From an optimization exercise on the open Yosys and OpenROAD flow, aimed at a short achievable clock period and few clock cycles per item; shortcuts taken in it are not production practice.
Only simulation tests tie the RTL to the original design; equivalence was not proved.
Power and IR drop assume default switching activity.

--- design.v ---
`timescale 1ns/1ps
package isa_pkg;
    localparam int XLEN     = 32;
    localparam int NUM_REGS = 32;
    typedef logic [XLEN-1:0]             word_t;      
    typedef logic [$clog2(NUM_REGS)-1:0] reg_idx_t;   
    localparam word_t RESET_PC = '0;
    localparam logic [5:0] OP_SPECIAL = 6'b000000;    
    localparam logic [5:0] OP_BEQ     = 6'b000100;
    localparam logic [5:0] OP_ADDIU   = 6'b001001;
    localparam logic [5:0] OP_LUI     = 6'b001111;
    localparam logic [5:0] OP_LW      = 6'b100011;
    localparam logic [5:0] OP_SW      = 6'b101011;
    localparam logic [5:0] FN_ADDU = 6'b100001;
    localparam logic [5:0] FN_SUBU = 6'b100011;
    localparam logic [5:0] FN_AND  = 6'b100100;
    localparam logic [5:0] FN_OR   = 6'b100101;
    localparam logic [5:0] FN_SLT  = 6'b101010;
endpackage
`timescale 1ns/1ps
package pipe_pkg;
    typedef enum logic [2:0] {
        ALU_ADD,
        ALU_SUB,
        ALU_AND,
        ALU_OR,
        ALU_SLT,    
        ALU_LUI     
    } alu_op_t;
    typedef struct packed {
        logic           valid;
        logic [31:0] pc;
        logic [31:0] instr;
    } if_id_t;
    typedef struct packed {
        logic              valid;
        logic [31:0]    pc;
        alu_op_t           alu_op;
        logic [31:0]    src_a;        
        logic [31:0]    src_b;        
        logic [31:0]    imm;          
        logic [31:0]    store_data;
        logic [4:0] dst;
        logic              reg_write;
        logic              load;
        logic              store;
        logic              branch;
        logic              use_imm;
    } id_exe_t;
    typedef struct packed {
        logic              valid;
        logic [31:0]    pc;
        logic [31:0]    result;       
        logic [31:0]    store_data;
        logic [4:0] dst;
        logic              reg_write;
        logic              load;
        logic              store;
    } exe_mem_t;
    typedef struct packed {
        logic              valid;
        logic [31:0]    pc;
        logic [31:0]    result;
        logic [4:0] dst;
        logic              reg_write;
    } mem_wb_t;
    typedef struct packed {
        logic              we;
        logic [4:0] dst;
        logic [31:0]    value;
    } fwd_t;
    typedef struct packed {
        logic           enable;
        logic           write;
        logic [31:0] addr;
        logic [31:0] wdata;
    } dmem_req_t;
endpackage
`timescale 1ns/1ps
`timescale 1ns/1ps
module reg_file (
    input  logic        aclk,
    input  logic        arst_n,
    input  logic [4:0]  ra,
    input  logic [4:0]  rb,
    input  logic [31:0] ra_oh,   
    input  logic [31:0] rb_oh,
    output logic [31:0] rdata_a,
    output logic [31:0] rdata_b,
    input  logic        we,      
    input  logic [4:0]  wdst,
    input  logic [31:0] wdata
);
    logic [31:0] regs [1:31];
    always_ff @(posedge aclk or negedge arst_n) begin
        if (!arst_n) begin
            for (int i = 1; i < 32; i++) begin
                regs[i] <= '0;
            end
        end else begin
            for (int i = 1; i < 32; i++) begin
                if (we && wdst == 5'(i)) regs[i] <= wdata;
            end
        end
    end
    always_comb begin
        rdata_a = '0;
        rdata_b = '0;
        for (int i = 1; i < 32; i++) begin
            rdata_a = rdata_a | (regs[i] & {32{ra_oh[i]}});
            rdata_b = rdata_b | (regs[i] & {32{rb_oh[i]}});
        end
        if (we && wdst == ra && ra != '0) rdata_a = wdata;
        if (we && wdst == rb && rb != '0) rdata_b = wdata;
    end
endmodule
`timescale 1ns/1ps
`timescale 1ns/1ps
`timescale 1ns/1ps
`timescale 1ns/1ps
module mips_core_top (
    input  logic                aclk,
    input  logic                arst_n,
    output logic [31:0]      inst_addr,
    input  logic [31:0]      inst_rdata,
    output logic                dmem_en,
    output logic                dmem_we,
    output logic [31:0]         dmem_addr,
    output logic [31:0]         dmem_wdata,
    input  logic [31:0]      dmem_rdata,
    output logic [31:0]      debug_wb_pc,
    output logic [31:0]      debug_wb_rf_wdata,
    output logic [3:0]          debug_wb_rf_wen,
    output logic [4:0]   debug_wb_rf_wnum
);
    localparam int BTB_N = 4;
    logic [31:2] pc;                  
    logic        d_valid;
    logic [31:2] d_pc;
    logic [31:0] d_instr;
    logic        d_nseq;              
    logic [31:0] d_rs_oh, d_rt_oh;    
    logic        e_valid;             
    logic [31:2] e_pc;
    logic [31:0] e_a;
    logic [31:0] e_b;
    logic [31:0] e_sd;                
    logic [4:0]  e_dst;
    logic        e_we;                
    logic        e_load;
    logic        e_store;
    logic        e_branch;            
    logic        e_skip1;             
    logic [31:2] e_target;
    logic        e_sub;
    logic        e_r_sum;
    logic        e_r_and;
    logic        e_r_or;
    logic        e_r_slt;
    logic        e_a_m, e_a_e;        
    logic        e_b_m, e_b_e;        
    logic        e_s_m;               
    logic        e_s_l;               
    logic        m_we;
    logic [4:0]  m_dst;
    logic [31:2] m_pc;
    logic [31:0] m_result;
    logic [31:0] m_sd;
    logic        m_load;
    logic        m_en;
    logic        m_st;
    logic        w_we;
    logic [4:0]  w_dst;
    logic [31:2] w_pc;
    logic [31:0] m_value;             
    logic        bt_v   [BTB_N];
    logic [31:2] bt_key [BTB_N];
    logic [31:2] bt_tgt [BTB_N];
    logic [$clog2(BTB_N)-1:0] bt_ptr;
    logic [31:0] x_a, x_sd, x_bb, x_sum, x_res;
    logic [32:0] x_sum33;
    logic        x_slt, x_eq, x_taken, x_redirect, x_kill;
    assign x_a  = ({32{e_a_m}} & m_result) | ({32{e_a_e}} & e_a);
    assign x_bb = ({32{e_b_m}} & (m_result ^ {32{e_sub}})) |
                  ({32{e_b_e}} & e_b);
    assign x_sd = e_s_m ? m_result : e_sd;
    assign x_sum33 = {x_a, 1'b1} + {x_bb, e_sub};
    assign x_sum   = x_sum33[32:1];
    assign x_slt = (x_a[31] == x_bb[31]) ? x_a[31] : x_sum[31];
    assign x_res = ({32{e_r_sum}} & x_sum) |
                   ({32{e_r_and}} & (x_a & x_bb)) |
                   ({32{e_r_or}}  & (x_a | x_bb)) |
                   {31'd0, e_r_slt & x_slt};
    logic eq_me, eq_em, eq_ee;
    assign eq_me = (m_result == e_b);
    assign eq_em = (e_a == m_result);
    assign eq_ee = (e_a == e_b);
    assign x_eq = (e_a_m & e_b_m) | (e_a_m & e_b_e & eq_me) |
                  (e_a_e & e_b_m & eq_em) | (e_a_e & e_b_e & eq_ee);
    assign x_taken    = e_branch && x_eq;
    assign x_kill     = x_taken && e_skip1 && d_valid && !d_nseq;
    assign x_redirect = x_taken && !x_kill;
    logic [5:0]  op, fn;
    logic [4:0]  rs, rt, rd;
    logic [31:0] imm_s;
    logic        is_r, is_addiu, is_lui, is_lw, is_sw, is_beq, is_ub, is_cb;
    logic        r_ok, use_rs, use_rt, use_imm, dec_we;
    logic [4:0]  dec_dst;
    logic [31:0] rf_a, rf_b;
    logic        stall, d_go, dec_sub, use_rt_x;
    logic        a_m, a_w, t_m, t_w;
    assign op    = d_instr[31:26];
    assign rs    = d_instr[25:21];
    assign rt    = d_instr[20:16];
    assign rd    = d_instr[15:11];
    assign fn    = d_instr[5:0];
    assign imm_s = {{16{d_instr[15]}}, d_instr[15:0]};
    assign is_r     = (op == isa_pkg::OP_SPECIAL);
    assign is_addiu = (op == isa_pkg::OP_ADDIU);
    assign is_lui   = (op == isa_pkg::OP_LUI);
    assign is_lw    = (op == isa_pkg::OP_LW);
    assign is_sw    = (op == isa_pkg::OP_SW);
    assign is_beq   = (op == isa_pkg::OP_BEQ);
    assign is_ub    = is_beq && (rs == rt);      
    assign is_cb    = is_beq && (rs != rt);
    assign r_ok     = is_r && (fn == isa_pkg::FN_ADDU || fn == isa_pkg::FN_SUBU ||
                               fn == isa_pkg::FN_AND  || fn == isa_pkg::FN_OR ||
                               fn == isa_pkg::FN_SLT);
    assign use_rs  = r_ok || is_addiu || is_lw || is_sw || is_cb;
    assign use_rt  = r_ok || is_sw || is_cb;
    assign use_imm = is_addiu || is_lui || is_lw || is_sw;
    assign dec_dst = is_r ? rd : rt;
    assign dec_sub = is_r && (fn == isa_pkg::FN_SUBU || fn == isa_pkg::FN_SLT);
    assign use_rt_x = r_ok || is_cb;     
    assign dec_we  = (r_ok || is_addiu || is_lui || is_lw) && (dec_dst != '0);
    reg_file u_reg_file (
        .aclk    (aclk),
        .arst_n  (arst_n),
        .ra      (rs),
        .rb      (rt),
        .ra_oh   (d_rs_oh),
        .rb_oh   (d_rt_oh),
        .rdata_a (rf_a),
        .rdata_b (rf_b),
        .we      (w_we),
        .wdst    (w_dst),
        .wdata   (w_rfd)
    );
    assign stall = d_valid && e_valid && e_load && e_we &&
                   ((use_rs && rs == e_dst) || (use_rt_x && rt == e_dst));
    assign a_m = e_we && (e_dst == rs);
    assign a_w = m_we && (m_dst == rs);
    assign t_m = e_we && (e_dst == rt);
    assign t_w = m_we && (m_dst == rt);
    logic [31:0] op_a, op_b;
    assign op_a = a_w ? m_value : rf_a;
    assign op_b = t_w ? m_value : rf_b;
    logic        d_redir;
    logic [31:2] d_tgt;
    assign d_redir = d_valid && is_ub && !x_redirect && !x_kill;
    assign d_tgt   = d_pc + 30'd1 + imm_s[29:0];
    assign d_go = d_valid && !stall && !x_redirect && !x_kill &&
                  (r_ok || is_addiu || is_lui || is_lw || is_sw || is_cb);
    always_ff @(posedge aclk or negedge arst_n) begin
        if (!arst_n) begin
            e_valid  <= 1'b0;
            e_we     <= 1'b0;
            e_load   <= 1'b0;
            e_store  <= 1'b0;
            e_branch <= 1'b0;
            e_skip1  <= 1'b0;
            e_dst    <= '0;
            e_sub    <= 1'b0;
            e_r_sum  <= 1'b0;
            e_r_and  <= 1'b0;
            e_r_or   <= 1'b0;
            e_r_slt  <= 1'b0;
            e_a_m    <= 1'b0;
            e_a_e    <= 1'b0;
            e_b_m    <= 1'b0;
            e_b_e    <= 1'b0;
            e_s_m    <= 1'b0;
            e_s_l    <= 1'b0;
        end else begin
            e_valid  <= d_go;
            e_we     <= d_go && dec_we;
            e_load   <= d_go && is_lw;
            e_store  <= d_go && is_sw;
            e_branch <= d_go && is_cb;
            e_skip1  <= d_go && is_cb && (d_instr[15:0] == 16'd1) && !d_nseq;
            e_dst    <= dec_dst;
            e_sub    <= dec_sub;
            e_r_sum  <= !(is_r && (fn == isa_pkg::FN_AND || fn == isa_pkg::FN_OR ||
                                    fn == isa_pkg::FN_SLT));
            e_r_and  <= is_r && (fn == isa_pkg::FN_AND);
            e_r_or   <= is_r && (fn == isa_pkg::FN_OR);
            e_r_slt  <= is_r && (fn == isa_pkg::FN_SLT);
            e_a_m    <= use_rs && a_m;
            e_a_e    <= !(use_rs && a_m);
            e_b_m    <= !use_imm && use_rt && t_m;
            e_b_e    <= !(!use_imm && use_rt && t_m);
            e_s_m    <= use_rt && t_m;
            e_s_l    <= is_sw && t_m && e_load;
        end
    end
    always_ff @(posedge aclk) begin
        e_pc     <= d_pc;
        e_a      <= is_lui ? '0 : op_a;
        e_b      <= is_lui ? {d_instr[15:0], 16'h0000} :
                    (use_imm ? imm_s : (dec_sub ? ~op_b : op_b));
        e_sd     <= op_b;
        e_target <= d_pc + 30'd1 + imm_s[29:0];
    end
    logic [31:2] pc_inc, bt_hit_tgt, pc_next;
    logic        bt_hit;
    logic [31:2] pc_o;
    assign inst_addr = {pc_o, 2'b00};
    always_ff @(posedge aclk) begin
        pc_o <= arst_n ? pc_next : '0;
    end
    assign pc_inc    = pc + 30'd1;
    always_comb begin
        bt_hit     = 1'b0;
        bt_hit_tgt = pc_inc;
        for (int i = 0; i < BTB_N; i++) begin
            if (bt_v[i] && bt_key[i] == pc) begin
                bt_hit     = 1'b1;
                bt_hit_tgt = bt_tgt[i];
            end
        end
    end
    always_comb begin
        if (x_redirect)   pc_next = e_target;
        else if (d_redir) pc_next = d_tgt;
        else if (stall)   pc_next = pc;
        else if (bt_hit)  pc_next = bt_hit_tgt;
        else             pc_next = pc_inc;
    end
    always_ff @(posedge aclk or negedge arst_n) begin
        if (!arst_n) begin
            pc      <= '0;
            d_valid <= 1'b0;
            d_nseq  <= 1'b0;
            d_instr <= '0;
        end else begin
            pc <= pc_next;
            if (x_redirect || d_redir) d_valid <= 1'b0;
            else if (!stall)           d_valid <= 1'b1;
            if (!stall) begin
                d_nseq  <= bt_hit;
                d_instr <= inst_rdata;
            end
        end
    end
    always_ff @(posedge aclk) begin
        if (!stall) begin
            d_pc    <= pc;
            d_rs_oh <= 32'd1 << inst_rdata[25:21];
            d_rt_oh <= 32'd1 << inst_rdata[20:16];
        end
    end
    logic        l_v, bt_known;
    logic [31:2] l_key, l_tgt;
    always_ff @(posedge aclk or negedge arst_n) begin
        if (!arst_n) l_v <= 1'b0;
        else         l_v <= d_redir;
    end
    always_ff @(posedge aclk) begin
        l_key <= d_pc - 30'd1;
        l_tgt <= d_tgt;
    end
    always_comb begin
        bt_known = 1'b0;
        for (int i = 0; i < BTB_N; i++) begin
            if (bt_v[i] && bt_key[i] == l_key) bt_known = 1'b1;
        end
    end
    always_ff @(posedge aclk or negedge arst_n) begin
        if (!arst_n) begin
            bt_ptr <= '0;
            for (int i = 0; i < BTB_N; i++) bt_v[i] <= 1'b0;
        end else if (l_v && !bt_known) begin
            bt_ptr       <= bt_ptr + 1'b1;
            bt_v[bt_ptr] <= 1'b1;
        end
    end
    always_ff @(posedge aclk) begin
        if (l_v && !bt_known) begin
            bt_key[bt_ptr] <= l_key;
            bt_tgt[bt_ptr] <= l_tgt;
        end
    end
    logic [31:0] m_addr;
    always_ff @(posedge aclk or negedge arst_n) begin
        if (!arst_n) begin
            m_we   <= 1'b0;
            m_load <= 1'b0;
            m_dst  <= '0;
            m_addr <= '0;
        end else begin
            m_we   <= e_we;
            m_load <= e_load;
            m_dst  <= e_dst;
            m_addr <= x_res;
        end
    end
    always_ff @(posedge aclk) begin
        m_en     <= e_load || e_store;
        m_st     <= e_store;
        m_pc     <= e_pc;
        m_result <= x_res;
        m_sd     <= e_s_l ? dmem_rdata : x_sd;
    end
    assign dmem_en    = m_en;
    assign dmem_we    = m_st;
    assign dmem_addr  = m_addr;
    assign dmem_wdata = m_sd;
    always_ff @(posedge aclk or negedge arst_n) begin
        if (!arst_n) begin
            w_we  <= 1'b0;
            w_dst <= '0;
        end else begin
            w_we  <= m_we;
            w_dst <= m_dst;
        end
    end
    logic [31:0] w_rfd, w_data_o;
    logic        w_we_o;
    logic [4:0]  w_dst_o;
    assign m_value = m_load ? dmem_rdata : m_result;
    always_ff @(posedge aclk) begin
        w_pc     <= m_pc;
        if (m_we) w_rfd <= m_value;
        w_we_o   <= m_we;
        w_dst_o  <= m_dst;
    end
    always_ff @(posedge aclk or negedge arst_n) begin
        if (!arst_n) w_data_o <= '0;
        else         w_data_o <= m_value;
    end
    assign debug_wb_pc       = {w_pc, 2'b00};
    assign debug_wb_rf_wdata = w_data_o;
    assign debug_wb_rf_wen   = {4{w_we_o}};
    assign debug_wb_rf_wnum  = w_dst_o;
endmodule
--- flow/run.sh ---
#!/bin/bash
# The standard layout with one change:
#  - setup repair aims well past the 10 ns clock, so the achieved period
#    keeps shrinking;
cp standard.sh standard_sh.copy.log
cp config.mk config_mk.copy.log
export SETUP_SLACK_MARGIN=7
bash standard.sh > standard.log 2>&1
--- standard.sh ---
#!/bin/bash
# synth_recipe.tcl (not shown) runs the flow's synth.tcl, then flattens the netlist and writes it again
# the make line also repeats each setting of config.mk as NAME=value (left out here)
make -C /OpenROAD-flow-scripts/flow DESIGN_CONFIG=/design/flow/config.mk WORK_HOME=/design/flow/orfs CLKGATE_MAP_FILE= SYNTH_SCRIPT=/design/flow/synth_recipe.tcl "${@:-finish}"
--- config.mk ---
export PLATFORM = sky130hd
export DESIGN_NAME = mips_core_top
export DESIGN_NICKNAME = mips_core_top
export VERILOG_FILES = /design/flow/design.v
export SDC_FILE = /design/flow/constraint.sdc
export NUM_CORES = 4
export LEC_CHECK = 0
export ABC_CLOCK_PERIOD_IN_PS = 3000
export CAP_MARGIN = 20
export CORE_MARGIN = 2
export CORE_UTILIZATION = 50
export SLEW_MARGIN = 20
--- constraint.sdc ---
create_clock -name core_clock -period 10.0 [get_ports {aclk}]
set_input_delay 2.0000 -clock core_clock [delete_from_list [all_inputs] [get_ports {aclk}]]
set_output_delay 2.0000 -clock core_clock [all_outputs]
set_load 0.01 [all_outputs]
==> impl_metrics.toml, run 1 <==
[global_routing]
grtUsageTotal_pct = 43.1
gr-usage-met3_pct = 15.5
busiest_layer = "met2"
overflow = 0
antenna_found_initial = 30
grt_pass1_wl_um = 542000
grt_start_max_net_pins = 154
grt.met1_usage_pct = 56.6
grt_pass1_vias = 68200
met2_usage_pct = 60.7

[floorplanning]
dieArea_mm2 = 0.178
initial_core_util_pct = 50.2
chipHeight_um = 422
std_cell_rows = 153
die_w_um = 422
num_io_pins = 237
coreArea_mm2 = 0.174

[timing]
hold_viol = 0
final.min_clock_period_ns = 3.69
finalCritPeriodShare_pct = 36.9
worst_slack_ns = 6.31
setup_viol = 0
fin_worst_skew_ns = 0.0391
relSlewSlack_pct = 19.4
drv_slew = 0
tightestPinTransition_ns = 1.21
fmax_mhz = 271
rsz0062_at_grt = "yes"
whs_ns = 0.323
setup_tns_ns = 0

[logic_synthesis]
syn_inst = 7269
synth-compound-area-share_pct = 14.2
synth_xor_area_share_pct = 5.25
ys_async_sr_fraction_pct = 62.0
muxShareOfSynthArea_pct = 14.3
synth-edff-count = 364
syn_area_mm2 = 0.0872
postSynthAreaPerCell_um2 = 12.0
yosysSeqAreaShare_pct = 53.9
synth_cell_type_count = 89
synth_top_family_by_area = "multiplexers"
synth-seq-cells = 1874
yosysTopAreaCellShare_pct = 33.3
synthSimpleGateAreaFrac_pct = 7.50
synth_fa_ha_area_share_pct = 1.47
synth_area_leaders = "dfrtp_1 33%, mux2_2 14%, edfxtp_1 13%, dfxtp_1 8.0%, a22oi_1 3.4%"
synthFlopType = "dfrtp_1"
yosysWarnings = 4
yosysTopAreaCell = "dfrtp_1"

[critical_path]
worstPathMaxFanout = 7
endpoint_kind = "flip-flop"
crit_type = "reg2reg"
critPathLaunchType = "flip-flop"
cp.required_ns = 10.80
worstPathArrival_ns = 4.49

[cts]
cts.path.max_buffers = 3
htreeDepth = 4
cts_buffers = 197
holdBufCountCts = 0
numClockSinks = 1874
clkTransAtPathRegs_ns = 0.06
root_buffer = "clkbuf_16"
insertion_delay_ns = 0.90
cts_tree = "yes"

[detailed_routing]
wl_per_cell_um = 40.2
ant_nets = 0
drc = 0
drtIter0Drc = 13500
via_count = 73800
routed_wl_um = 409000
vias_per_cell = 7.26
drtPass1Iterations = 10

[cells_and_area]
largest_reg_flops = 992
reg_top3 = "u_reg_file.regs: 992 flops, bt_key: 120 flops, bt_tgt: 120 flops"
seq_area_mm2 = 0.0472
syn2layout_area_growth_pct = 23.3
top_register = "u_reg_file.regs"
final_cells = 10200
fin_util_pct = 61.9
n_fill_cell = 13800
fin_nets = 7828
final_layout_size_suffix_gt1_share_pct = 36.3
final_cell_area_mm2 = 0.108
multiInputGateArea_mm2 = 0.0414

[hold_path]
worst_hold_path_type = "reg2reg"

[power]
p_total_mw = 19.3
p_leak_nw = 46.9
p_per_area_mw_per_mm2 = 180
vdd_ir_drop_max_mv = 0.224

[placed_design]
place_area_mm2 = 0.0920
io_buffer_count = 232
gp_congestion = 0.993
dp_cells = 9400
place_hpwl_um = 225000
dp_worst_setup_slack_ns = 5.04

[run_status]
status = "no timing/DRC/antenna violations"

[run]
maxCapViolations = 0
routing by layer:
metal / vias up / wire (µm)
met3: 1944 / 60600
met1: 37100 / 150000
met2: 6542 / 166000
met4: 42 / 32400
met5: - / 454
li1: 28200 / -
final timing paths:
kind,start,endpoint,slack [ns],cells after the start
setup / recovery,e_sub$_DFF_PN0_,m_addr[30]$_DFF_PN0_,6.31,16
hold / removal,e_pc[11]$_DFF_P_,m_pc[11]$_DFF_P_,0.32,0
setup reg to reg,e_sub$_DFF_PN0_,m_addr[30]$_DFF_PN0_,6.31,16
hold reg to reg,e_pc[11]$_DFF_P_,m_pc[11]$_DFF_P_,0.32,0
max in group asynchronous,arst_n,u_reg_file.regs[22][26]$_DFFE_PN0P_,7.21,3
min in group asynchronous,arst_n,m_addr[6]$_DFF_PN0_,1.14,1
report_power, final:
group	internal, mW	switching (mW)
clock	4.35	3.28
sequential	8.33	0.686
combinational	1.18	1.49
synthesized netlist by cell type, types with 202 or more instances:
library cell and instances:
a21oi_1 202, a221oi_1 269, a22o_1 323, a22oi_1 399, clkbuf_1 487, dfrtp_1 1162, dfxtp_1 348, edfxtp_1 364
mux2_2 1064, nand2_1 253, nand4_1 234, nor2_1 300, xnor2_1 341
cells by family (layout without fill, tap and decap cells):
logic type,Yosys count,after routing
other,1,20
adders and majority gates,101,101
DFF,1874,1874
buffers and inverters,753,1306
and+or+nand+nor,1286,1294
muxes,1111,1111
xor gates and xnor gates,520,520
AOI/OAI and AO/OA,1623,1623
cells in the final DEF, fill, tap and decap left out, types with 73 or more instances in the layout:
master and n:
o21ai_0 73, nand3_1 119, dfxtp_1 260, xnor2_1 259
a22o_1 314, mux2_2 1036, a22oi_1 392, nand2_1 232
dfrtp_1 1116, edfxtp_1 364, a21oi_1 136, clkbuf_16 232
buf_2 84, buf_4 358, a221oi_1 224, buf_6 157
nand4_1 234, xor2_1 173, inv_1 117, nor2_1 262
repair_timing:
item / in CTS / in global routing
gates cloned: 29 / 27
endpoints found under the hold margin: 0 / 0
pin swaps: 163 / 230
setup endpoints to repair: 1278 / 1043
gates resized for setup: 1432 / 464
buffers inserted: 188 / 134
worst max-delay path, stage by stage, from the launching register on:
cell	delay, ns
dfrtp_2	0.45
buf_12	0.17
bufbuf_16	0.28
xor2_1	0.13
a22o_2	0.27
ha_4	0.33
o21ai_4	0.08
o211ai_1	0.20
and2_4	0.19
a41o_1	0.24
a21oi_4	0.10
o211ai_1	0.36
a221oi_2	0.11
buf_4	0.17
o21ai_2	0.13
mux2_4	0.33
nand3_4	0.07
area by class of cell:
| cell class | instances | share of cell area [%] |
|---|---|---|
| inverter | 122 | 0.449 |
| clock buffer | 284 | 5.39 |
| sequential | 1874 | 43.9 |
| tap | 2325 | 2.71 |
| timing repair inverter | 2 | 0.0151 |
| antenna | 16 | 0.0372 |
| clock inverter | 87 | 0.777 |
| timing repair buffer | 811 | 8.18 |
| multi-input combinational | 4653 | 38.5 |
Testbench counts, summed over its fixed seeds: cycles 49,768, instrs 47,475.
==> run 2: changes to the inputs <==
--- a/design.v
+++ b/design.v
@@ -116,6 +116,37 @@
 endmodule
 `timescale 1ns/1ps
 `timescale 1ns/1ps
+module alu (
+    input  logic [31:0] m_result,     
+    input  logic [31:0] m_result_n,   
+    input  logic [31:0] e_a,
+    input  logic [31:0] e_b,          
+    input  logic        e_a_m,        
+    input  logic        e_a_e,        
+    input  logic        e_b_mp,       
+    input  logic        e_b_mn,       
+    input  logic        e_b_e,        
+    input  logic        e_sub,
+    input  logic        e_r_sum,
+    input  logic        e_r_and,
+    input  logic        e_r_or,
+    input  logic        e_r_slt,
+    output logic [31:0] x_res
+);
+    logic [31:0] x_a, x_bb, x_sum;
+    logic [32:0] x_sum33;
+    logic        x_slt;
+    assign x_a  = ({32{e_a_m}} & m_result) | ({32{e_a_e}} & e_a);
+    assign x_bb = ({32{e_b_mp}} & m_result) | ({32{e_b_mn}} & m_result_n) |
+                  ({32{e_b_e}} & e_b);
+    assign x_sum33 = {x_a, 1'b1} + {x_bb, e_sub};
+    assign x_sum   = x_sum33[32:1];
+    assign x_slt = (x_a[31] == x_bb[31]) ? x_a[31] : x_sum[31];
+    assign x_res = ({32{e_r_sum}} & x_sum) |
+                   ({32{e_r_and}} & (x_a & x_bb)) |
+                   ({32{e_r_or}}  & (x_a | x_bb)) |
+                   {31'd0, e_r_slt & x_slt};
+endmodule
 `timescale 1ns/1ps
 `timescale 1ns/1ps
 module mips_core_top (
@@ -159,12 +190,14 @@
     logic        e_r_slt;
     logic        e_a_m, e_a_e;        
     logic        e_b_m, e_b_e;        
+    logic        e_b_mp, e_b_mn;      
     logic        e_s_m;               
     logic        e_s_l;               
     logic        m_we;
     logic [4:0]  m_dst;
     logic [31:2] m_pc;
     logic [31:0] m_result;
+    logic [31:0] m_result_n;          
     logic [31:0] m_sd;
     logic        m_load;
     logic        m_en;
@@ -177,20 +210,26 @@
     logic [31:2] bt_key [BTB_N];
     logic [31:2] bt_tgt [BTB_N];
     logic [$clog2(BTB_N)-1:0] bt_ptr;
-    logic [31:0] x_a, x_sd, x_bb, x_sum, x_res;
-    logic [32:0] x_sum33;
-    logic        x_slt, x_eq, x_taken, x_redirect, x_kill;
-    assign x_a  = ({32{e_a_m}} & m_result) | ({32{e_a_e}} & e_a);
-    assign x_bb = ({32{e_b_m}} & (m_result ^ {32{e_sub}})) |
-                  ({32{e_b_e}} & e_b);
+    logic [31:0] x_sd, x_res;
+    logic        x_eq, x_taken, x_redirect, x_kill;
+    alu u_alu (
+        .m_result   (m_result),
+        .m_result_n (m_result_n),
+        .e_a        (e_a),
+        .e_b        (e_b),
+        .e_a_m      (e_a_m),
+        .e_a_e      (e_a_e),
+        .e_b_mp     (e_b_mp),
+        .e_b_mn     (e_b_mn),
+        .e_b_e      (e_b_e),
+        .e_sub      (e_sub),
+        .e_r_sum    (e_r_sum),
+        .e_r_and    (e_r_and),
+        .e_r_or     (e_r_or),
+        .e_r_slt    (e_r_slt),
+        .x_res      (x_res)
+    );
     assign x_sd = e_s_m ? m_result : e_sd;
-    assign x_sum33 = {x_a, 1'b1} + {x_bb, e_sub};
-    assign x_sum   = x_sum33[32:1];
-    assign x_slt = (x_a[31] == x_bb[31]) ? x_a[31] : x_sum[31];
-    assign x_res = ({32{e_r_sum}} & x_sum) |
-                   ({32{e_r_and}} & (x_a & x_bb)) |
-                   ({32{e_r_or}}  & (x_a | x_bb)) |
-                   {31'd0, e_r_slt & x_slt};
     logic eq_me, eq_em, eq_ee;
     assign eq_me = (m_result == e_b);
     assign eq_em = (e_a == m_result);
@@ -279,6 +318,8 @@
             e_a_e    <= 1'b0;
             e_b_m    <= 1'b0;
             e_b_e    <= 1'b0;
+            e_b_mp   <= 1'b0;
+            e_b_mn   <= 1'b0;
             e_s_m    <= 1'b0;
             e_s_l    <= 1'b0;
         end else begin
@@ -299,6 +340,8 @@
             e_a_e    <= !(use_rs && a_m);
             e_b_m    <= !use_imm && use_rt && t_m;
             e_b_e    <= !(!use_imm && use_rt && t_m);
+            e_b_mp   <= !use_imm && use_rt && t_m && !dec_sub;
+            e_b_mn   <= !use_imm && use_rt && t_m &&  dec_sub;
             e_s_m    <= use_rt && t_m;
             e_s_l    <= is_sw && t_m && e_load;
         end
@@ -409,6 +452,7 @@
         m_st     <= e_store;
         m_pc     <= e_pc;
         m_result <= x_res;
+        m_result_n <= ~x_res;
         m_sd     <= e_s_l ? dmem_rdata : x_sd;
     end
     assign dmem_en    = m_en;
--- a/config.mk
+++ b/config.mk
@@ -10,3 +10,4 @@
 export CORE_MARGIN = 2
 export CORE_UTILIZATION = 50
 export SLEW_MARGIN = 20
+export SYNTH_HIERARCHICAL = 1
==> run 2 against run 1 <==
  * Largest power group unchanged
  * Fmax decreased by 0.17%
  * First-iteration DRC count decreased by 29%
  * Still clean
  * Critical path depth increased by 1
  * Via count decreased by 7.0%
  * Die area increased by 1.1%
  * Register-to-register slack about the same
  * Hold slack got worse by 0.022 ns
==> impl_metrics.toml, run 2 <==
[run_status]
status = "no timing/DRC/antenna violations"

[hold_path]
min_to = "m_pc[26]$_DFF_P_"
worst_hold_path_type = "reg2reg"
worstHoldStart = "e_pc[26]$_DFF_P_"
holdPathStages = 0

[timing]
drv_slew = 0
fin_worst_skew_ns = 0.0509
setup_viol = 0
hold_viol = 0
rsz0062_at_grt = "yes"
tightestPinTransition_ns = 1.35
final.min_clock_period_ns = 3.69
relSlewSlack_pct = 10.3
fmax_mhz = 271
finalCritPeriodShare_pct = 36.9
setup_tns_ns = 0
worst_slack_ns = 6.31

[critical_path]
r2r-start = "e_b_mp$_DFF_PN0_"
ff2ff_path_depth = 17
worstPathArrival_ns = 4.45
cp.required_ns = 10.75
endpoint_kind = "flip-flop"
rr_endpoint = "m_result_n[28]$_DFF_P_"
reg2reg_slack_ns = 6.31
worstPathMaxFanout = 8
critPathLaunchType = "flip-flop"
crit_type = "reg2reg"
worstSetupStartpoint = "e_b_mp$_DFF_PN0_"

[cts]
clkTransAtPathRegs_ns = 0.06
cts_buffers = 203
root_buffer = "clkbuf_16"
insertion_delay_ns = 0.86
htreeDepth = 4
cts.path.max_buffers = 3
numClockSinks = 1908
cts_tree = "yes"

[power]
p_leak_nw = 45.2
p_seq_share_pct = 47.8
clock_power_share_pct = 41.0
p_switching_mw = 4.95
p_int_mw = 13.7
vdd_ir_drop_max_mv = 0.167
p_total_mw = 18.6
p_per_area_mw_per_mm2 = 179
combPwrFrac_pct = 11.2
switching_share_pct = 26.6

[floorplanning]
initial_core_util_pct = 50.2
num_io_pins = 237
std_cell_rows = 154
coreArea_mm2 = 0.176
chipHeight_um = 424
die_w_um = 424
dieArea_mm2 = 0.180

[logic_synthesis]
postSynthAreaPerCell_um2 = 11.8
yosysWarnings = 10
syn_inst = 7470
syn_area_mm2 = 0.0882

[detailed_routing]
drtIter0Drc = 9575
routed_wl_um = 341000
ant_nets = 0
drc = 0
vias_per_cell = 6.71
drtPass1Iterations = 6
via_count = 68700
wl_per_cell_um = 33.3

[cells_and_area]
reg_top3 = "u_reg_file.regs: 992 flops, bt_key: 120 flops, bt_tgt: 120 flops"
mostFrequentLayoutCells = "1,119 x dfrtp_1, 955 x mux2_2, 896 x a22oi_1, 364 x edfxtp_1, 348 x nor2_1"
final_cells = 10200
fin_nets = 7893
top_register = "u_reg_file.regs"
final_layout_size_suffix_gt1_share_pct = 30.5
final_cell_area_mm2 = 0.104
syn2layout_area_growth_pct = 18.1
largest_reg_flops = 992
layout_commonest_cell = "dfrtp_1"
n_fill_cell = 14300

[global_routing]
grt_pass1_vias = 67600
overflow = 0
antenna_found_initial = 15
grt_start_max_net_pins = 178
grt_pass1_wl_um = 481000
grtUsageTotal_pct = 36.8

[run]
maxCapViolations = 0

[placed_design]
gp_congestion = 1.03
io_buffer_count = 232
dp_worst_setup_slack_ns = 5.55
place_area_mm2 = 0.0927
place_hpwl_um = 207000
dp_cells = 9612
run 2: cell count changes in the layout (fill, tap and decap cells not counted), moves of 44 or more:
cell	before	now
mux2_2	1036	955
a21oi_1	136	89
a221oi_2	45	1
nor4_1	34	96
a221oi_1	224	1
inv_1	117	163
mux2_1	0	46
a22o_1	314	33
a22oi_1	392	896
nor2_1	262	348
buf_12	68	22
run 2: metrics by stage:
| step | hold slack, ns | utilization, % |
|---|---|---|
| 2_1_floorplan | 0.310 | - |
| 3_3_place_gp | 0.311 | 52.7 |
| 3_5_place_dp | 0.312 | 52.8 |
| 4_1_cts | 0.308 | 58.1 |
| 5_1_grt | 0.317 | 59.2 |
| 6_report | 0.301 | 59.2 |
run 2: power groups by stage:
stage	combinational [mW]	clock, mW	sequential [mW]
4_1_cts	1.82	7.70	8.90
3_3_place_gp	1.59	0	9.03
3_5_place_dp	1.59	0	9.05
5_1_grt	2.20	8.04	8.92
2_1_floorplan	1.02	0	8.74
6_report	2.09	7.64	8.90
run 2: area by class of cell:
type | count | area [µm²] | area share, %
inverters | 173 | 687 | 0.660
clock inverters | 79 | 813 | 0.781
diodes | 7 | 17.5 | 0.0168
well taps | 2340 | 2930 | 2.81
repair buffers | 666 | 6140 | 5.89
clock buffers | 293 | 5900 | 5.67
multi-input cells | 4773 | 39700 | 38.2
flip-flops and latches | 1908 | 47900 | 46.0
repair inverters | 1 | 8.76 | 0.00841
run 2: timing repair:
| action | in CTS | in global routing |
|---|---|---|
| pin swaps | 121 | 113 |
| buffers inserted | 134 | 98 |
| hold buffers | 0 | 0 |
| cloned | 10 | 6 |
| gates resized for setup | 1174 | 246 |
| setup endpoints to repair | 936 | 1018 |
run 2: worst max-delay path by stage:
stage                     slack [ns]  cells past startpoint                      to
after global routing            6.22                     17  m_result_n[28]$_DFF_P_
after global placement          4.92                      9         e_b[27]$_DFF_P_
after floorplan                 6.57                      8  bt_key[0][0]$_DFFE_PP_
final                           6.31                     17  m_result_n[28]$_DFF_P_
after detailed placement        5.55                     11     pc_o[19]$_SDFF_PN0_
after CTS                       6.46                     15  m_result_n[26]$_DFF_P_
run 2: worst max-delay path, cell delays in order (launching register included):
cell,delay (ns)
dfrtp_2,0.44
buf_12,0.14
buf_16,0.14
a222oi_1,0.34
buf_4,0.19
inv_4,0.04
ha_4,0.27
and3_4,0.22
nand3_4,0.11
nor4_4,0.30
a22oi_2,0.09
buf_6,0.14
a41oi_4,0.29
o41ai_4,0.13
buf_4,0.16
or4_4,0.43
nand3_4,0.11
inv_2,0.03
run 2: metal layers:
layer	vias up	part of all wire [%]	GRT usage, %
met4	8	7.6	24.2
met1	34900	38	46.9
met5	-	0.016	0.108
met2	4227	45	56.2
met3	1064	9.7	8.65
li1	28500	-	-
Testbench counts of run 2, summed over its fixed seeds: cycles 49,768, instrs 47,475.
==> run 3: changes to the inputs <==
--- a/design.v
+++ b/design.v
@@ -77,6 +77,60 @@
     } dmem_req_t;
 endpackage
 `timescale 1ns/1ps
+module fetch_next (
+    input  logic [31:2] pc,
+    input  logic [31:0] inst_rdata,
+    input  logic        x_redirect,    
+    input  logic [31:2] e_target,
+    input  logic        d_redir,       
+    input  logic [31:2] d_tgt,
+    input  logic        stall,
+    input  logic        bt_hit,        
+    input  logic [31:2] bt_tgt,
+    output logic        f_ub,
+    output logic        f_short,
+    output logic [31:2] pc_next
+);
+    logic [5:0]  a, b, g, p, sum;
+    logic [6:0]  c;
+    logic [31:8] pc_hi_p, pc_hi_m, hi_c1, hi_c0;
+    logic [31:2] f_tgt, pc_inc, pc_seq;
+    assign f_ub    = (inst_rdata[31:26] == isa_pkg::OP_BEQ) &&
+                     (inst_rdata[25:21] == inst_rdata[20:16]);
+    assign f_short = (inst_rdata[15:5] == 11'h000) || (inst_rdata[15:5] == 11'h7ff);
+    assign a = pc[7:2];
+    assign b = inst_rdata[5:0];
+    assign g = a & b;
+    assign p = a ^ b;
+    assign c[0] = 1'b1;
+    assign c[1] = g[0] | p[0];
+    assign c[2] = g[1] | (p[1] & g[0]) | (p[1] & p[0]);
+    assign c[3] = g[2] | (p[2] & g[1]) | (p[2] & p[1] & g[0]) | (p[2] & p[1] & p[0]);
+    assign c[4] = g[3] | (p[3] & g[2]) | (p[3] & p[2] & g[1]) |
+                  (p[3] & p[2] & p[1] & g[0]) | (p[3] & p[2] & p[1] & p[0]);
+    assign c[5] = g[4] | (p[4] & g[3]) | (p[4] & p[3] & g[2]) |
+                  (p[4] & p[3] & p[2] & g[1]) | (p[4] & p[3] & p[2] & p[1] & g[0]) |
+                  (p[4] & p[3] & p[2] & p[1] & p[0]);
+    assign c[6] = g[5] | (p[5] & g[4]) | (p[5] & p[4] & g[3]) |
+                  (p[5] & p[4] & p[3] & g[2]) | (p[5] & p[4] & p[3] & p[2] & g[1]) |
+                  (p[5] & p[4] & p[3] & p[2] & p[1] & g[0]) |
+                  (p[5] & p[4] & p[3] & p[2] & p[1] & p[0]);
+    assign sum = p ^ c[5:0];
+    assign pc_hi_p = pc[31:8] + 24'd1;
+    assign pc_hi_m = pc[31:8] - 24'd1;
+    assign hi_c1   = inst_rdata[5] ? pc[31:8] : pc_hi_p;    
+    assign hi_c0   = inst_rdata[5] ? pc_hi_m  : pc[31:8];   
+    assign f_tgt   = {(c[6] ? hi_c1 : hi_c0), sum};
+    assign pc_inc  = pc + 30'd1;
+    assign pc_seq  = bt_hit ? bt_tgt : pc_inc;
+    always_comb begin
+        if (x_redirect)                  pc_next = e_target;
+        else if (d_redir)                pc_next = d_tgt;
+        else if (stall)                  pc_next = pc;
+        else if (f_ub)                   pc_next = f_tgt;
+        else                             pc_next = pc_seq;
+    end
+endmodule
 `timescale 1ns/1ps
 module reg_file (
     input  logic        aclk,
@@ -170,6 +224,7 @@
     logic [31:2] d_pc;
     logic [31:0] d_instr;
     logic        d_nseq;              
+    logic        d_fub;               
     logic [31:0] d_rs_oh, d_rt_oh;    
     logic        e_valid;             
     logic [31:2] e_pc;
@@ -296,7 +351,9 @@
     assign op_b = t_w ? m_value : rf_b;
     logic        d_redir;
     logic [31:2] d_tgt;
-    assign d_redir = d_valid && is_ub && !x_redirect && !x_kill;
+    logic        d_ub;
+    assign d_ub    = d_valid && is_ub && !x_redirect && !x_kill;
+    assign d_redir = d_ub && !d_fub;
     assign d_tgt   = d_pc + 30'd1 + imm_s[29:0];
     assign d_go = d_valid && !stall && !x_redirect && !x_kill &&
                   (r_ok || is_addiu || is_lui || is_lw || is_sw || is_cb);
@@ -354,17 +411,31 @@
         e_sd     <= op_b;
         e_target <= d_pc + 30'd1 + imm_s[29:0];
     end
-    logic [31:2] pc_inc, bt_hit_tgt, pc_next;
+    logic [31:2] bt_hit_tgt, pc_next;
     logic        bt_hit;
+    logic        f_ub, f_short;
+    fetch_next u_fetch_next (
+        .pc         (pc),
+        .inst_rdata (inst_rdata),
+        .x_redirect (x_redirect),
+        .e_target   (e_target),
+        .d_redir    (d_redir),
+        .d_tgt      (d_tgt),
+        .stall      (stall),
+        .bt_hit     (bt_hit),
+        .bt_tgt     (bt_hit_tgt),
+        .f_ub       (f_ub),
+        .f_short    (f_short),
+        .pc_next    (pc_next)
+    );
     logic [31:2] pc_o;
     assign inst_addr = {pc_o, 2'b00};
     always_ff @(posedge aclk) begin
         pc_o <= arst_n ? pc_next : '0;
     end
-    assign pc_inc    = pc + 30'd1;
     always_comb begin
         bt_hit     = 1'b0;
-        bt_hit_tgt = pc_inc;
+        bt_hit_tgt = bt_tgt[0];
         for (int i = 0; i < BTB_N; i++) begin
             if (bt_v[i] && bt_key[i] == pc) begin
                 bt_hit     = 1'b1;
@@ -372,25 +443,20 @@
             end
         end
     end
-    always_comb begin
-        if (x_redirect)   pc_next = e_target;
-        else if (d_redir) pc_next = d_tgt;
-        else if (stall)   pc_next = pc;
-        else if (bt_hit)  pc_next = bt_hit_tgt;
-        else             pc_next = pc_inc;
-    end
     always_ff @(posedge aclk or negedge arst_n) begin
         if (!arst_n) begin
             pc      <= '0;
             d_valid <= 1'b0;
             d_nseq  <= 1'b0;
+            d_fub   <= 1'b0;
             d_instr <= '0;
         end else begin
             pc <= pc_next;
             if (x_redirect || d_redir) d_valid <= 1'b0;
             else if (!stall)           d_valid <= 1'b1;
             if (!stall) begin
-                d_nseq  <= bt_hit;
+                d_nseq  <= f_ub || bt_hit;
+                d_fub   <= f_ub && f_short;
                 d_instr <= inst_rdata;
             end
         end
@@ -406,7 +472,7 @@
     logic [31:2] l_key, l_tgt;
     always_ff @(posedge aclk or negedge arst_n) begin
         if (!arst_n) l_v <= 1'b0;
-        else         l_v <= d_redir;
+        else         l_v <= d_ub;
     end
     always_ff @(posedge aclk) begin
         l_key <= d_pc - 30'd1;
@@ -476,12 +542,9 @@
         w_pc     <= m_pc;
         if (m_we) w_rfd <= m_value;
         w_we_o   <= m_we;
+        w_data_o <= m_value;
         w_dst_o  <= m_dst;
     end
-    always_ff @(posedge aclk or negedge arst_n) begin
-        if (!arst_n) w_data_o <= '0;
-        else         w_data_o <= m_value;
-    end
     assign debug_wb_pc       = {w_pc, 2'b00};
     assign debug_wb_rf_wdata = w_data_o;
     assign debug_wb_rf_wen   = {4{w_we_o}};
==> run 3 against run 2 <==
  * Still clean
  * Power up 6.2%
  * Clock skew shrank 0.0097 ns
  * Count of clock-buffer cells in the layout up 6
  * Die area increased by 1.3%
  * Flip-flop and latch count is 1 higher
  * Synthesized cell count rose by 2.0%
  * Synthesized area up 1.4%
  * Global-route usage is 0.72 points higher
  * Core utilization up 2.3 points
  * Critical path depth is 2 lower
  * Cell area grew 5.2%
==> impl_metrics.toml, run 3 <==
[critical_path]
critPathLaunchType = "flip-flop"
cp.required_ns = 10.70
r2r-start = "e_b_mp$_DFF_PN0_"
reg2reg_slack_ns = 6.17
ff2ff_path_depth = 15
max_stage_delay_ns = 0.46
worstPathMaxFanout = 6
crit_path_frequent_cell = "buf_6"
worst_path_max_delay_cell = "or3_4"
worstPathArrival_ns = 4.53
endpoint_kind = "flip-flop"
rr_endpoint = "m_addr[29]$_DFF_PN0_"
cp_num_buf_inv = 6
cpLargestDelayFamily = "compound AO/OA/AOI/OAI gates"
crit_type = "reg2reg"
cp.depth = 15
crit_chain = "buf_12 -> buf_16 -> buf_4 -> a222oi_1 -> inv_1 -> ha_4 -> a221oi_4 -> a21oi_4 -> buf_6 -> buf_6 -> nor4_4 -> o2111a_2 -> o31ai_4 -> nor4b_1 -> or3_4"

[cts]
numClockSinks = 1909
holdBufCountCts = 0
root_buffer = "clkbuf_16"
insertion_delay_ns = 0.87
cts_buffers = 202
cts.path.max_buffers = 3
htreeDepth = 4
clkTransAtPathRegs_ns = 0.06
cts_tree = "yes"

[logic_synthesis]
yosysWarnings = 11
syn_inst = 7619
syn_area_mm2 = 0.0893
postSynthAreaPerCell_um2 = 11.7

[timing]
relSlewSlack_pct = 26.6
drv_slew = 0
hold_viol = 0
rsz0062_at_grt = "yes"
setup_tns_ns = 0
finalCritPeriodShare_pct = 38.3
fin_worst_skew_ns = 0.0412
tightestPinTransition_ns = 1.10
final.min_clock_period_ns = 3.83
fmax_mhz = 261
setup_viol = 0

[cells_and_area]
final_cell_area_mm2 = 0.110
top_register = "u_reg_file.regs"
reg_top3 = "u_reg_file.regs: 992 flops, bt_key: 120 flops, bt_tgt: 120 flops"
layout_commonest_cell = "dfrtp_1"
largest_reg_flops = 992
final_cells = 10600
syn2layout_area_growth_pct = 22.6
mostFrequentLayoutCells = "1,083 x dfrtp_1, 1,009 x mux2_2, 898 x a22oi_1, 401 x buf_4, 368 x nor2_1"
fin_nets = 8274
final_layout_size_suffix_gt1_share_pct = 34.8

[detailed_routing]
drtPass1Iterations = 11
wl_per_cell_um = 33.8
routed_wl_um = 359000
drc = 0
via_count = 71300
drtIter0Drc = 9581
ant_nets = 0
vias_per_cell = 6.71

[power]
vdd_ir_drop_max_mv = 0.150
p_leak_nw = 46.9
p_switching_mw = 5.68
p_per_area_mw_per_mm2 = 181
combPwrFrac_pct = 15.6
p_total_mw = 19.8
p_int_mw = 14.1
clock_power_share_pct = 38.5
switching_share_pct = 28.7
p_seq_share_pct = 46.0

[placed_design]
gp_congestion = 0.981
dp_cells = 9813
io_buffer_count = 232
place_hpwl_um = 218000
place_area_mm2 = 0.0943

[hold_path]
min_to = "m_pc[29]$_DFF_P_"
worstHoldStart = "e_pc[29]$_DFF_P_"
worst_hold_path_type = "reg2reg"
holdPathStages = 0

[floorplanning]
chipHeight_um = 427
die_w_um = 427
std_cell_rows = 155
coreArea_mm2 = 0.178
num_io_pins = 237
initial_core_util_pct = 50.2
dieArea_mm2 = 0.182

[global_routing]
grt_pass1_wl_um = 493000
grt_pass1_vias = 67700
overflow = 0
antenna_found_initial = 19
grt_start_max_net_pins = 156
grtUsageTotal_pct = 37.6

[run]
maxCapViolations = 0

[run_status]
status = "no timing/DRC/antenna violations"
[run 3: layer usage]
metal | track usage, % | vias to the layer above | part of all wire [%]
met1 | 50.8 | 36300 | 39
met5 | 0 | - | 0.027
li1 | - | 29600 | -
met3 | 9.92 | 1060 | 12
met2 | 55.5 | 4352 | 43
met4 | 19.3 | 14 | 6.0
[run 3: how the worst max path moves through the flow]
stage          slack, ns                     end             start
6_report            6.17    m_addr[29]$_DFF_PN0_  e_b_mp$_DFF_PN0_
5_1_grt             6.09  m_result_n[24]$_DFF_P_  e_b_mp$_DFF_PN0_
4_1_cts             6.24    m_addr[31]$_DFF_PN0_  e_b_mp$_DFF_PN0_
3_5_place_dp        4.63     pc_o[30]$_SDFF_PN0_    inst_rdata[29]
3_3_place_gp        4.62     pc_o[30]$_SDFF_PN0_    inst_rdata[29]
2_1_floorplan       6.10     pc_o[29]$_SDFF_PN0_    inst_rdata[29]
[run 3: layout make-up]
type                    instances  area [µm²]
repair inverters                2        22.5
diodes                          7        17.5
clock buffers                 299        5950
repair buffers                859        8890
inverters                     179         727
fillers                     14100       68500
multi-input cells            4945       42300
well taps                    2355        2950
flip-flops and latches       1909       47900
clock inverters                75         742
[run 3: power groups by stage]
stage	combinational, mW	sequential (mW)	clock (mW)
detailed placement	2.11	9.24	0
CTS	2.73	9.05	7.66
global route	3.18	9.10	7.99
floorplan	1.24	8.90	0
global placement	2.11	9.23	0
finish	3.08	9.09	7.61
[run 3: timing repair]
item	4_1_cts	5_1_grt
gates resized for setup	1540	389
buffers inserted	266	106
pin swaps	168	181
cloned	21	37
endpoints found under the setup margin	1282	965
[run 3: per-stage QoR]
stage                     utilization, %  setup WS, ns  hold slack (ns)
after floorplan                        -          6.10            0.310
after global placement              53.0          4.62            0.312
after detailed placement            53.0          4.63            0.312
after CTS                           59.6          6.24            0.322
after global routing                61.5          6.09            0.329
final                               61.5          6.17            0.321
Testbench counts of run 3, summed over its fixed seeds: cycles 47,980, instrs 47,475.
==> run 4: changes to the inputs <==
--- a/design.v
+++ b/design.v
@@ -169,36 +169,55 @@
     end
 endmodule
 `timescale 1ns/1ps
+module alu_ctl_reg (
+    input  logic       aclk,
+    input  logic       arst_n,
+    input  logic [7:0] d,
+    output logic [7:0] q
+);
+    always_ff @(posedge aclk or negedge arst_n) begin
+        if (!arst_n) q <= '0;
+        else         q <= d;
+    end
+endmodule
 `timescale 1ns/1ps
 module alu (
     input  logic [31:0] m_result,     
     input  logic [31:0] m_result_n,   
     input  logic [31:0] e_a,
     input  logic [31:0] e_b,          
-    input  logic        e_a_m,        
-    input  logic        e_a_e,        
-    input  logic        e_b_mp,       
-    input  logic        e_b_mn,       
-    input  logic        e_b_e,        
+    input  logic [3:0]  e_a_m,        
+    input  logic [3:0]  e_a_e,        
+    input  logic [3:0]  e_b_mp,       
+    input  logic [3:0]  e_b_mn,       
+    input  logic [3:0]  e_b_e,        
     input  logic        e_sub,
-    input  logic        e_r_sum,
-    input  logic        e_r_and,
-    input  logic        e_r_or,
+    input  logic [3:0]  e_r_sum,
+    input  logic [3:0]  e_r_and,
+    input  logic [3:0]  e_r_or,
     input  logic        e_r_slt,
     output logic [31:0] x_res
 );
     logic [31:0] x_a, x_bb, x_sum;
+    logic [31:0] s_am, s_ae, s_bmp, s_bmn, s_be, s_sum, s_and, s_or;
     logic [32:0] x_sum33;
     logic        x_slt;
-    assign x_a  = ({32{e_a_m}} & m_result) | ({32{e_a_e}} & e_a);
-    assign x_bb = ({32{e_b_mp}} & m_result) | ({32{e_b_mn}} & m_result_n) |
-                  ({32{e_b_e}} & e_b);
+    assign s_am  = {{8{e_a_m[3]}},   {8{e_a_m[2]}},   {8{e_a_m[1]}},   {8{e_a_m[0]}}};
+    assign s_ae  = {{8{e_a_e[3]}},   {8{e_a_e[2]}},   {8{e_a_e[1]}},   {8{e_a_e[0]}}};
+    assign s_bmp = {{8{e_b_mp[3]}},  {8{e_b_mp[2]}},  {8{e_b_mp[1]}},  {8{e_b_mp[0]}}};
+    assign s_bmn = {{8{e_b_mn[3]}},  {8{e_b_mn[2]}},  {8{e_b_mn[1]}},  {8{e_b_mn[0]}}};
+    assign s_be  = {{8{e_b_e[3]}},   {8{e_b_e[2]}},   {8{e_b_e[1]}},   {8{e_b_e[0]}}};
+    assign s_sum = {{8{e_r_sum[3]}}, {8{e_r_sum[2]}}, {8{e_r_sum[1]}}, {8{e_r_sum[0]}}};
+    assign s_and = {{8{e_r_and[3]}}, {8{e_r_and[2]}}, {8{e_r_and[1]}}, {8{e_r_and[0]}}};
+    assign s_or  = {{8{e_r_or[3]}},  {8{e_r_or[2]}},  {8{e_r_or[1]}},  {8{e_r_or[0]}}};
+    assign x_a  = (s_am & m_result) | (s_ae & e_a);
+    assign x_bb = (s_bmp & m_result) | (s_bmn & m_result_n) | (s_be & e_b);
     assign x_sum33 = {x_a, 1'b1} + {x_bb, e_sub};
     assign x_sum   = x_sum33[32:1];
     assign x_slt = (x_a[31] == x_bb[31]) ? x_a[31] : x_sum[31];
-    assign x_res = ({32{e_r_sum}} & x_sum) |
-                   ({32{e_r_and}} & (x_a & x_bb)) |
-                   ({32{e_r_or}}  & (x_a | x_bb)) |
+    assign x_res = (s_sum & x_sum) |
+                   (s_and & (x_a & x_bb)) |
+                   (s_or  & (x_a | x_bb)) |
                    {31'd0, e_r_slt & x_slt};
 endmodule
 `timescale 1ns/1ps
@@ -272,15 +291,15 @@
         .m_result_n (m_result_n),
         .e_a        (e_a),
         .e_b        (e_b),
-        .e_a_m      (e_a_m),
-        .e_a_e      (e_a_e),
-        .e_b_mp     (e_b_mp),
-        .e_b_mn     (e_b_mn),
-        .e_b_e      (e_b_e),
+        .e_a_m      (c_a_m),
+        .e_a_e      (c_a_e),
+        .e_b_mp     (c_b_mp),
+        .e_b_mn     (c_b_mn),
+        .e_b_e      (c_b_e),
         .e_sub      (e_sub),
-        .e_r_sum    (e_r_sum),
-        .e_r_and    (e_r_and),
-        .e_r_or     (e_r_or),
+        .e_r_sum    (c_r_sum),
+        .e_r_and    (c_r_and),
+        .e_r_or     (c_r_or),
         .e_r_slt    (e_r_slt),
         .x_res      (x_res)
     );
@@ -355,6 +374,34 @@
     assign d_ub    = d_valid && is_ub && !x_redirect && !x_kill;
     assign d_redir = d_ub && !d_fub;
     assign d_tgt   = d_pc + 30'd1 + imm_s[29:0];
+    logic [7:0] ctl_d;
+    logic [7:0] ctl_q [4];
+    logic [3:0] c_a_m, c_a_e, c_b_mp, c_b_mn, c_b_e, c_r_sum, c_r_and, c_r_or;
+    assign ctl_d = {use_rs && a_m,
+                    !(use_rs && a_m),
+                    !use_imm && use_rt && t_m && !dec_sub,
+                    !use_imm && use_rt && t_m &&  dec_sub,
+                    !(!use_imm && use_rt && t_m),
+                    !(is_r && (fn == isa_pkg::FN_AND || fn == isa_pkg::FN_OR ||
+                               fn == isa_pkg::FN_SLT)),
+                    is_r && (fn == isa_pkg::FN_AND),
+                    is_r && (fn == isa_pkg::FN_OR)};
+    for (genvar k = 0; k < 4; k++) begin : g_ctl
+        alu_ctl_reg u_ctl (
+            .aclk   (aclk),
+            .arst_n (arst_n),
+            .d      (ctl_d),
+            .q      (ctl_q[k])
+        );
+        assign c_a_m[k]   = ctl_q[k][7];
+        assign c_a_e[k]   = ctl_q[k][6];
+        assign c_b_mp[k]  = ctl_q[k][5];
+        assign c_b_mn[k]  = ctl_q[k][4];
+        assign c_b_e[k]   = ctl_q[k][3];
+        assign c_r_sum[k] = ctl_q[k][2];
+        assign c_r_and[k] = ctl_q[k][1];
+        assign c_r_or[k]  = ctl_q[k][0];
+    end
     assign d_go = d_valid && !stall && !x_redirect && !x_kill &&
                   (r_ok || is_addiu || is_lui || is_lw || is_sw || is_cb);
     always_ff @(posedge aclk or negedge arst_n) begin
@@ -388,17 +435,16 @@
             e_skip1  <= d_go && is_cb && (d_instr[15:0] == 16'd1) && !d_nseq;
             e_dst    <= dec_dst;
             e_sub    <= dec_sub;
-            e_r_sum  <= !(is_r && (fn == isa_pkg::FN_AND || fn == isa_pkg::FN_OR ||
-                                    fn == isa_pkg::FN_SLT));
-            e_r_and  <= is_r && (fn == isa_pkg::FN_AND);
-            e_r_or   <= is_r && (fn == isa_pkg::FN_OR);
+            e_r_sum  <= ctl_d[2];
+            e_r_and  <= ctl_d[1];
+            e_r_or   <= ctl_d[0];
             e_r_slt  <= is_r && (fn == isa_pkg::FN_SLT);
-            e_a_m    <= use_rs && a_m;
-            e_a_e    <= !(use_rs && a_m);
+            e_a_m    <= ctl_d[7];
+            e_a_e    <= ctl_d[6];
             e_b_m    <= !use_imm && use_rt && t_m;
-            e_b_e    <= !(!use_imm && use_rt && t_m);
-            e_b_mp   <= !use_imm && use_rt && t_m && !dec_sub;
-            e_b_mn   <= !use_imm && use_rt && t_m &&  dec_sub;
+            e_b_e    <= ctl_d[3];
+            e_b_mp   <= ctl_d[5];
+            e_b_mn   <= ctl_d[4];
             e_s_m    <= use_rt && t_m;
             e_s_l    <= is_sw && t_m && e_load;
         end
==> run 4 against run 3 <==
  * Combinational power grew 2%
  * Core utilization about the same
  * Critical endpoint is now m_result[31]$_DFF_P_
  * Power grew 1.4%
  * Largest cell class unchanged
  * Hold slack barely moved
  * Cell area grew 0.38%
==> impl_metrics.toml, run 4 <==
[global_routing]
grtUsageTotal_pct = 36.1
antenna_found_initial = 18
overflow = 0
grt_pass1_wl_um = 488000
grt_pass1_vias = 68600
grt_start_max_net_pins = 180

[detailed_routing]
vias_per_cell = 6.68
routed_wl_um = 348000
drtIter0Drc = 8873
drc = 0
via_count = 71100
drtPass1Iterations = 7
wl_per_cell_um = 32.7
ant_nets = 0

[floorplanning]
dieArea_mm2 = 0.184
initial_core_util_pct = 50.4
chipHeight_um = 429
std_cell_rows = 155
coreArea_mm2 = 0.179
num_io_pins = 237
die_w_um = 429

[cts]
insertion_delay_ns = 0.87
clkTransAtPathRegs_ns = 0.06
cts.path.max_buffers = 3
cts_buffers = 204
htreeDepth = 4
numClockSinks = 1936
cts_tree = "yes"
root_buffer = "clkbuf_16"

[critical_path]
r2r-start = "g_ctl[0].u_ctl.q[5]$_DFF_PN0_"
ff2ff_path_depth = 11
worstPathArrival_ns = 4.35
worstPathMaxFanout = 8
endpoint_kind = "flip-flop"
worstSetupStartpoint = "g_ctl[0].u_ctl.q[5]$_DFF_PN0_"
critPathLaunchType = "flip-flop"
crit_type = "reg2reg"
cp.required_ns = 10.71
reg2reg_slack_ns = 6.35
critPathCapture = "m_result[31]$_DFF_P_"
rr_endpoint = "m_result[31]$_DFF_P_"

[timing]
fmax_mhz = 274
relSlewSlack_pct = 22.1
whs_ns = 0.322
final.min_clock_period_ns = 3.65
fin_worst_skew_ns = 0.0378
setup_tns_ns = 0
drv_slew = 0
setup_viol = 0
finalCritPeriodShare_pct = 36.5
tightestPinTransition_ns = 1.16
rsz0062_at_grt = "yes"
hold_viol = 0

[cells_and_area]
top_register = "u_reg_file.regs"
n_fill_cell = 14100
largest_reg_flops = 992
reg_top3 = "u_reg_file.regs: 992 flops, bt_key: 120 flops, bt_tgt: 120 flops"
syn2layout_area_growth_pct = 21.9
fin_nets = 8280
layout_commonest_cell = "dfrtp_1"
multiInputGateArea_mm2 = 0.0423
seq_area_mm2 = 0.0486
mostFrequentLayoutCells = "1,101 x dfrtp_1, 1,017 x mux2_2, 898 x a22oi_1, 429 x buf_4, 375 x nor2_1"
final_layout_size_suffix_gt1_share_pct = 34.8

[logic_synthesis]
syn_area_mm2 = 0.0902
yosysWarnings = 14
syn_inst = 7657
postSynthAreaPerCell_um2 = 11.8

[power]
p_per_area_mw_per_mm2 = 182
p_leak_nw = 47.3
vdd_ir_drop_max_mv = 0.167

[run]
maxCapViolations = 0

[run_status]
status = "no timing/DRC/antenna violations"

[placed_design]
io_buffer_count = 232
place_hpwl_um = 213000
gp_congestion = 0.961

[hold_path]
worst_hold_path_type = "reg2reg"
## run 4: cell type report
cell class / instances / share of cell area [%]
well taps: 2355 / 2.68
repair inverters: 2 / 0.0228
inverters: 182 / 0.659
flip-flops and latches: 1936 / 44.2
clock inverters: 70 / 0.578
diodes: 8 / 0.0182
clock buffers: 315 / 5.62
repair buffers: 843 / 7.74
multi-input cells: 4935 / 38.4
## run 4: through the flow
| step | power [mW] | setup slack, ns | cell area [µm²] | util [%] | cells |
|---|---|---|---|---|---|
| after detailed placement | 11.4 | 4.32 | 95100 | 53.2 | 9824 |
| final | 20.0 | 6.35 | 110000 | 61.5 | 10600 |
| after floorplan | 10.3 | 6.10 | 90700 | - | 7660 |
| after CTS | 19.7 | 6.38 | 107000 | 59.8 | 10500 |
| after global routing | 20.6 | 6.26 | 110000 | 61.5 | 10600 |
| after global placement | 11.4 | 4.22 | 95100 | 53.2 | 9824 |
## run 4: worst min path at each step
stage                     start                to  slack [ns]  depth (start not counted)
2_1_floorplan  e_pc[10]$_DFF_P_  m_pc[10]$_DFF_P_        0.31                          0
3_3_place_gp   e_pc[20]$_DFF_P_  m_pc[20]$_DFF_P_        0.31                          0
3_5_place_dp   e_pc[10]$_DFF_P_  m_pc[10]$_DFF_P_        0.31                          0
4_1_cts         m_pc[5]$_DFF_P_   w_pc[5]$_DFF_P_        0.32                          0
5_1_grt        e_pc[28]$_DFF_P_  m_pc[28]$_DFF_P_        0.33                          0
6_report       m_pc[26]$_DFF_P_  w_pc[26]$_DFF_P_        0.32                          0
## run 4: worst max-delay path, stage by stage (launching register included)
cell       delay [ns]
dfrtp_2          0.46
a222oi_1         0.47
inv_1            0.15
ha_4             0.25
and2_4           0.16
a221oi_4         0.31
a21oi_2          0.16
o311a_4          0.36
o311ai_4         0.34
a2111oi_4        0.13
or4_1            0.43
a31o_1           0.29
## run 4: per-layer routing
metal	share of wire [%]	track usage [%]
met1	40	48.9
met2	44	54.5
met3	10	8.16
met4	5.9	18.4
met5	0.017	0
## run 4: report_power, final
| group | switching (mW) | leakage, nW | total [mW] | internal, mW |
|---|---|---|---|---|
| logic | 1.73 | 21.1 | 3.15 | 1.42 |
| registers | 0.620 | 22.8 | 9.18 | 8.56 |
| clock network | 3.29 | 3.37 | 7.72 | 4.43 |
| total | 5.64 | 47.3 | 20.0 | 14.4 |
## run 4: timing repair
item / CTS / global route
resized for setup: 1495 / 399
cloned: 24 / 18
hold buffers: 0 / 0
hold endpoints to repair: 0 / 0
pin swaps: 170 / 179
setup endpoints to repair: 1256 / 944
setup buffers: 267 / 118
Testbench counts of run 4, summed over its fixed seeds: cycles 47,980, instrs 47,475.
==> run 5: changes to the inputs <==
--- a/config.mk
+++ b/config.mk
@@ -8,6 +8,6 @@
 export ABC_CLOCK_PERIOD_IN_PS = 3000
 export CAP_MARGIN = 20
 export CORE_MARGIN = 2
-export CORE_UTILIZATION = 50
+export CORE_UTILIZATION = 58
 export SLEW_MARGIN = 20
 export SYNTH_HIERARCHICAL = 1
==> run 5 against run 4 <==
  * Still clean
  * Flip-flop and latch count unchanged
  * Via count increased by 2.1%
  * Register-to-register slack improved by 0.02 ns
  * Count of clock-buffer cells in the layout decreased by 15
  * Clock skew increased by 0.0049 ns
  * Critical path depth increased by 5
  * Sequential power about the same
  * Cell area decreased by 0.40%
  * Sequential share of layout area increased by 0.098 points
==> impl_metrics.toml, run 5 <==
[run_status]
status = "no timing/DRC/antenna violations"

[timing]
drv_slew = 0
final.min_clock_period_ns = 3.63
hold_viol = 0
worst_slack_ns = 6.37
setup_tns_ns = 0
finalCritPeriodShare_pct = 36.3
fmax_mhz = 276
tightestPinTransition_ns = 1.06
fin_worst_skew_ns = 0.0427
rsz0062_at_grt = "yes"
setup_viol = 0
relSlewSlack_pct = 29.4
whs_ns = 0.304

[cts]
holdBufCountCts = 0
cts_buffers = 199
numClockSinks = 1936
root_buffer = "clkbuf_16"
htreeDepth = 4
insertion_delay_ns = 0.84
clkTransAtPathRegs_ns = 0.06
cts_tree = "yes"
cts.path.max_buffers = 3

[detailed_routing]
routed_wl_um = 344000
wl_met1_um = 133000
drtIter0Drc = 10800
route.met2.wl_um = 147000
highest-signal-layer = "met5"
wl_per_cell_um = 33.3
drtPass1Iterations = 9
drc = 0
via_count = 72600
route.met3.wl_um = 44900
vias_per_cell = 7.02
ant_nets = 0

[critical_path]
critPathLaunchType = "flip-flop"
cp_num_buf_inv = 6
endpoint_kind = "flip-flop"
crit_type = "reg2reg"
cp.required_ns = 10.68
worstPathArrival_ns = 4.30
max_stage_delay_ns = 0.46
crit_chain = "buf_6 -> a222oi_1 -> buf_4 -> inv_4 -> ha_4 -> and3_4 -> nand3_1 -> a21oi_4 -> buf_6 -> buf_6 -> buf_6 -> nor4_4 -> o2111a_2 -> o31ai_4 -> xor2_1 -> a221o_1"
worst_path_max_delay_cell = "dfrtp_2"
crit_path_frequent_cell = "buf_6"
worstPathMaxFanout = 7
cpLargestDelayFamily = "compound AO/OA/AOI/OAI gates"

[run]
maxCapViolations = 0

[power]
p_leak_nw = 47.4
vdd_ir_drop_max_mv = 0.163
p_per_area_mw_per_mm2 = 183
p_total_mw = 20.0

[cells_and_area]
final_cells = 10300
reg_top3 = "u_reg_file.regs: 992 flops, bt_key: 120 flops, bt_tgt: 120 flops"
largest_reg_flops = 992
mostFrequentLayoutCells = "1,107 x dfrtp_1, 1,017 x mux2_2, 900 x a22oi_1, 437 x buf_4, 368 x nor2_1"
syn2layout_area_growth_pct = 21.4
fin_nets = 8281
fin_util_pct = 71.0
final_layout_size_suffix_gt1_share_pct = 34.3
layout_commonest_cell = "dfrtp_1"
final_cell_area_mm2 = 0.109
top_register = "u_reg_file.regs"

[global_routing]
antenna_found_initial = 25
grtUsageTotal_pct = 41.2
overflow = 0
grt_pass1_vias = 68600
grt_start_max_net_pins = 178
grt_pass1_wl_um = 478000

[placed_design]
place_area_mm2 = 0.0948
place_hpwl_um = 211000
io_buffer_count = 232
dp_worst_setup_slack_ns = 4.17
dp_cells = 9521
gp_congestion = 0.980

[floorplanning]
initial_core_util_pct = 58.5
die_w_um = 398
chipHeight_um = 398
std_cell_rows = 144
dieArea_mm2 = 0.159
num_io_pins = 237
coreArea_mm2 = 0.154

[hold_path]
worst_hold_path_type = "reg2reg"

[logic_synthesis]
syn_inst = 7657
syn_area_mm2 = 0.0902
yosysWarnings = 14
postSynthAreaPerCell_um2 = 11.8
==> run 5: changes by cell type in the layout (fill, tap and decap cells not counted), sizes merged, moves of 3 or more <==
| cell | delta |
|---|---|
| inv | +4 |
| clkinvlp | +5 |
| buf | -10 |
| diode | -3 |
| nor2 | +3 |
| clkinv | -13 |
| bufinv | +12 |
==> run 5: layer usage <==
metal	GRT usage [%]	vias up
met5	0	-
met2	60.0	5140
met3	11.9	1132
met4	19.1	18
li1	-	29600
met1	56.9	36600
==> run 5: path summary, 6_finish.rpt <==
check	startpoint	to	slack [ns]	depth (start not counted)
max in group asynchronous	arst_n	u_reg_file.regs[29][10]$_DFFE_PN0P_	7.21	3
worst min register to register	e_pc[19]$_DFF_P_	m_pc[19]$_DFF_P_	0.30	0
min in group asynchronous	arst_n	m_addr[10]$_DFF_PN0_	1.05	1
worst min-delay path	e_pc[19]$_DFF_P_	m_pc[19]$_DFF_P_	0.30	0
worst max register to register	g_ctl[0].u_ctl.q[5]$_DFF_PN0_	m_addr[27]$_DFF_PN0_	6.37	16
worst max-delay path	g_ctl[0].u_ctl.q[5]$_DFF_PN0_	m_addr[27]$_DFF_PN0_	6.37	16
==> run 5: what timing repair did <==
action | in CTS | in global routing
resized for setup | 1293 | 475
pin swaps | 104 | 146
buffers inserted | 196 | 174
setup endpoints to repair | 1410 | 976
gates cloned | 21 | 33
==> run 5: cell type report <==
cell class,count,area (µm²)
diodes,5,12.5
clock buffers,300,5980
clock inverters,78,1030
fillers,10800,44700
inverters,182,728
multi-input cells,4940,42200
flip-flops and latches,1936,48500
well taps,2044,2560
repair buffers,844,8460
repair inverters,2,20.0
==> run 5: report_power, final <==
part           internal, mW  total, mW  leakage (nW)  switching, mW
Combinational          1.25       2.88          21.1           1.63
Clock                  4.64       7.93          3.44           3.29
Sequential             8.56       9.21          22.8          0.656

Setup slack of run 5, layout unchanged: 6.373 ns with ideal ports, 6.373 ns with driving cells assumed (clock clkbuf_16, inputs buf_2), 5.639 ns with port delays also shifted by the 0.904 ns mid clock arrival.
